Background: an optimization exercise with open tools, aiming at small area, a short achievable clock period and few clock cycles per item. Do not read the settings as production practice. The RTL was checked by simulation tests, not by an equivalence proof against the original design.

// aes_core
module aes_core (
    input  logic                            clk,
    input  logic                            rst,
    input  logic                            start,
    input  logic [aes_pkg::block_width-1:0] plaintext,
    input  logic [aes_pkg::block_width-1:0] key,
    output logic [aes_pkg::block_width-1:0] ciphertext,
    output logic                            valid
);
export LEC_CHECK = 0
export ABC_AREA = 1
export CAP_MARGIN = 20
export CORE_MARGIN = 2
export CORE_UTILIZATION = 55
export SETUP_SLACK_MARGIN = 0.2
export SLEW_MARGIN = 20
create_clock -name core_clock -period 7.0 [get_ports {clk}]
standard.sh (not shown) runs the stock make flow with config.mk's settings and CLKGATE_MAP_FILE= SYNTH_SCRIPT=/design/flow/synth_recipe.tcl, a recipe that flattens the netlist after the stock synthesis.
==> flow/flow/run.sh <==
#!/bin/bash
# Standard ORFS layout with these changes:
#  - synthesis maps the logic with an area-oriented ABC script
#    (flow/abc_area.script), which suits this XOR-heavy design far
#    better than the stock scripts;
#  - synthesis skips the half/full-adder extraction, which would
#    freeze XOR/AND pairs of the S-boxes into slow adder cells;
#  - every port still gets its own buffer, but the smallest one.
# The registers and their names are those of the standard synthesis.
set -euo pipefail
WORK=$(pwd)
rm -rf "$WORK/scripts_mod"
cp -r "$FLOW_HOME/scripts" "$WORK/scripts_mod"
cp "$WORK/flow/abc_area.script" "$WORK/scripts_mod/abc_area.script"
bash "$WORK/standard.sh" SCRIPTS_DIR="$WORK/scripts_mod" ABC_AREA=1 ADDER_MAP_FILE= \
    BUFFER_PORTS_ARGS="-buffer_cell sky130_fd_sc_hd__buf_1" \
    finish > "$WORK/make_finish.log" 2>&1
==> flow/flow/abc_area.script <==
strash
dc2
dch
amap
topo
stime -c
buffer -c
upsize -c
dnsize -c
Testbench counts at the start, summed over its fixed seeds: cycles 10,560, blocks 960.
Next try:
--- a/flow/flow/run.sh
+++ b/flow/flow/run.sh
@@ -3,3 +3,4 @@
-#  - synthesis maps the logic with an area-oriented ABC script
-#    (flow/abc_area.script), which suits this XOR-heavy design far
-#    better than the stock scripts;
+#  - synthesis maps the logic with its own ABC script
+#    (flow/abc_area.script: delay-oriented mapping with some area
+#    recovery), which suits this XOR-heavy design far better than
+#    the stock scripts;
@@ -9,0 +11,2 @@
+# make's output goes to make_finish.log; each ORFS step writes its
+# own full log under orfs/logs/.
==> flow/flow/abc_area.script (replaced) <==
strash
dc2
&get -n
&dch
&nf -p -R 50
&put
topo
stime -c
buffer -c
upsize -c
dnsize -c
- SETUP_SLACK_MARGIN: 0.2 -> 1.25
Clock-buffer cell count went up by 6. Sequential cell count does not change. Worst setup slack improves by 0.94 ns. Via count went down by 34%. Fmax went up by about 17%. Utilization hardly moves. Cell area went up by about 2%. Synthesized cell count went down by 27%. First-iteration DRC count went down by 60%. Wire length went down by about 22%.
Next try:
- CORE_UTILIZATION: 55 -> 45
Worst setup slack improves by 0.14 ns.
Cell area is about the same.
Cell count went up by a few percent.
Routed wire length went up by a few percent.
First-iteration DRC count went up by roughly a tenth.
Hold slack degrades by 0.0058 ns.


== wip/pepper ==
aes_core again, from the RTL that the note above started with.
==> flow/config.mk <==
export PLATFORM = sky130hd
export DESIGN_NAME = aes_core
export DESIGN_NICKNAME = aes_core
export VERILOG_FILES = /design/flow/design.v
export SDC_FILE = /design/flow/constraint.sdc
export NUM_CORES = 8
export LEC_CHECK = 0
export ABC_AREA = 1
export CAP_MARGIN = 20
export CORE_MARGIN = 2
export CORE_UTILIZATION = 60
export SETUP_SLACK_MARGIN = 1.5
export SLEW_MARGIN = 20
==> flow/constraint.sdc <==
create_clock -name core_clock -period 7.0 [get_ports {clk}]
set_input_delay 1.4000 -clock core_clock [delete_from_list [all_inputs] [get_ports {clk}]]
set_output_delay 1.4000 -clock core_clock [all_outputs]
set_load 0.01 [all_outputs]
==> flow/flow/run.sh <==
#!/bin/bash
# Standard ORFS layout with these changes:
#  - synthesis maps the logic with its own ABC script
#    (flow/abc_area.script), (delay-oriented mapping with area recovery), which suits this
#    XOR-heavy design far better than the stock scripts;
#  - synthesis skips the half/full-adder extraction, which would
#    freeze XOR/AND pairs of the S-boxes into slow adder cells;
#  - every port still gets its own buffer, but the smallest one.
# The registers and their names are those of the standard synthesis.
set -euo pipefail
WORK=$(pwd)
rm -rf "$WORK/scripts_mod"
cp -r "$FLOW_HOME/scripts" "$WORK/scripts_mod"
cp "$WORK/flow/abc_area.script" "$WORK/scripts_mod/abc_area.script"
bash "$WORK/standard.sh" SCRIPTS_DIR="$WORK/scripts_mod" ABC_AREA=1 ADDER_MAP_FILE= \
    BUFFER_PORTS_ARGS="-buffer_cell sky130_fd_sc_hd__buf_1" \
    finish > "$WORK/make_finish.log" 2>&1
==> flow/flow/abc_area.script <==
strash
dc2
&get -n
&dch
&nf -p -R 10
&put
topo
stime -c
buffer -c
upsize -c
dnsize -c
Testbench counts of wip/pepper, summed over its fixed seeds: cycles 10,560, blocks 960.
What wip/umber does differently from wip/pepper at the input level:
-- flow/flow/run.sh --
<<< wip/pepper, line 3
#  - synthesis maps the logic with its own ABC script
#    (flow/abc_area.script), (delay-oriented mapping with area recovery), which suits this
#    XOR-heavy design far better than the stock scripts;
#  - synthesis skips the half/full-adder extraction, which would
>>> wip/umber, line 3
#  - synthesis maps the logic with its own ABC script
#    (flow/abc_area.script: delay-oriented mapping with some area
#    recovery), which suits this XOR-heavy design far better than
#    the stock scripts;
#  - synthesis skips the half/full-adder extraction, which would
<<< wip/pepper, line 9
# The registers and their names are those of the standard synthesis.
set -euo pipefail
>>> wip/umber, line 10
# The registers and their names are those of the standard synthesis.
# make's output goes to make_finish.log; each ORFS step writes its
# own full log under orfs/logs/.
set -euo pipefail
-- flow/flow/abc_area.script --
<<< wip/pepper, line 4
&dch
&nf -p -R 10
&put
>>> wip/umber, line 4
&dch
&nf -p -R 50
&put
-- flow/config.mk --
<<< wip/pepper, line 10
export CORE_MARGIN = 2
export CORE_UTILIZATION = 60
export SETUP_SLACK_MARGIN = 1.5
export SLEW_MARGIN = 20
>>> wip/umber, line 10
export CORE_MARGIN = 2
export CORE_UTILIZATION = 35
export SETUP_SLACK_MARGIN = 1.25
export SLEW_MARGIN = 20
==> run notes <==
Delta (wip/umber minus wip/pepper): clock-pin slew of the registers on the worst-case setup and hold paths essentially unchanged, post-detailed-placement half-perimeter wirelength increased 7.9%.
Compared with wip/pepper, wip/umber degrades setup slack.
wip/pepper has a higher area growth from synthesis to final layout than wip/umber.
Setup changes, wip/umber to wip/nickel
==> flow/flow/run.sh <==
#!/bin/bash
# Standard ORFS layout with these changes:
#  - synthesis maps the logic with an area-oriented ABC script
#    (flow/abc_area.script), which suits this XOR-heavy design far
#    better than the stock scripts;
#  - synthesis skips the half/full-adder extraction, which would
#    freeze XOR/AND pairs of the S-boxes into slow adder cells;
#  - every port still gets its own buffer, but the smallest one.
# The registers and their names are those of the standard synthesis.
set -euo pipefail
WORK=$(pwd)
rm -rf "$WORK/scripts_mod"
cp -r "$FLOW_HOME/scripts" "$WORK/scripts_mod"
cp "$WORK/flow/abc_area.script" "$WORK/scripts_mod/abc_area.script"
bash "$WORK/standard.sh" SCRIPTS_DIR="$WORK/scripts_mod" ABC_AREA=1 ADDER_MAP_FILE= \
    BUFFER_PORTS_ARGS="-buffer_cell sky130_fd_sc_hd__buf_1" \
    finish > "$WORK/make_finish.log" 2>&1
==> flow/flow/abc_area.script <==
strash
dc2
dch
amap
topo
stime -c
buffer -c
upsize -c
dnsize -c
-- flow/config.mk --
<<< wip/umber, line 10
export CORE_MARGIN = 2
export CORE_UTILIZATION = 35
export SETUP_SLACK_MARGIN = 1.25
export SLEW_MARGIN = 20
>>> wip/nickel, line 10
export CORE_MARGIN = 2
export CORE_UTILIZATION = 45
export SETUP_SLACK_MARGIN = 0.2
export SLEW_MARGIN = 20
--- outcome ---
Detailed-route wire length per cell: wip/nickel lower than wip/umber. In wip/nickel, detailed-routed wire length on met3 is higher than in wip/umber. Going from wip/umber to wip/nickel, the slew at the pin with the worst max-slew slack was found to have gone up by 0.0082 ns. [compare] base=wip/umber new=wip/nickel: sequential share of layout area up 0.25 points, worst slew margin relative to its limit moved down.

[static timing again, ports no longer ideal]
The results above use ideal ports. As a check the final layouts listed here were re-extracted and re-timed, cells and wires unchanged. Step 1 sets driving cells, clkbuf_16 on the clock port and buf_2 on the other inputs (assumed; they add their load-dependent delay and slew). Step 2, shift: input delay + t, output delay - t, t = (earliest + latest rising clock arrival at the registers) / 2. This alone moves slack from input paths to output paths. a / b / c = ideal / step 1 / step 2; a / b = the first two.
run	shift t [ns]	setup WS [ns]	clock arrival spread, ns
the first run of note 1	0.675	0.421 / 0.421 / 0.421	0.042 / 0.042
the second run of note 1	0.665	1.359 / 1.359 / 1.359	0.025 / 0.025
the third run of note 1	0.684	1.501 / 1.501 / 1.501	0.022 / 0.022
wip/pepper	0.676	1.570 / 1.570 / 1.570	0.023 / 0.024
wip/umber	0.726	1.382 / 1.382 / 1.382	0.041 / 0.041
wip/nickel	0.684	0.469 / 0.469 / 0.469	0.030 / 0.030
After both steps every run listed still meets setup and hold.
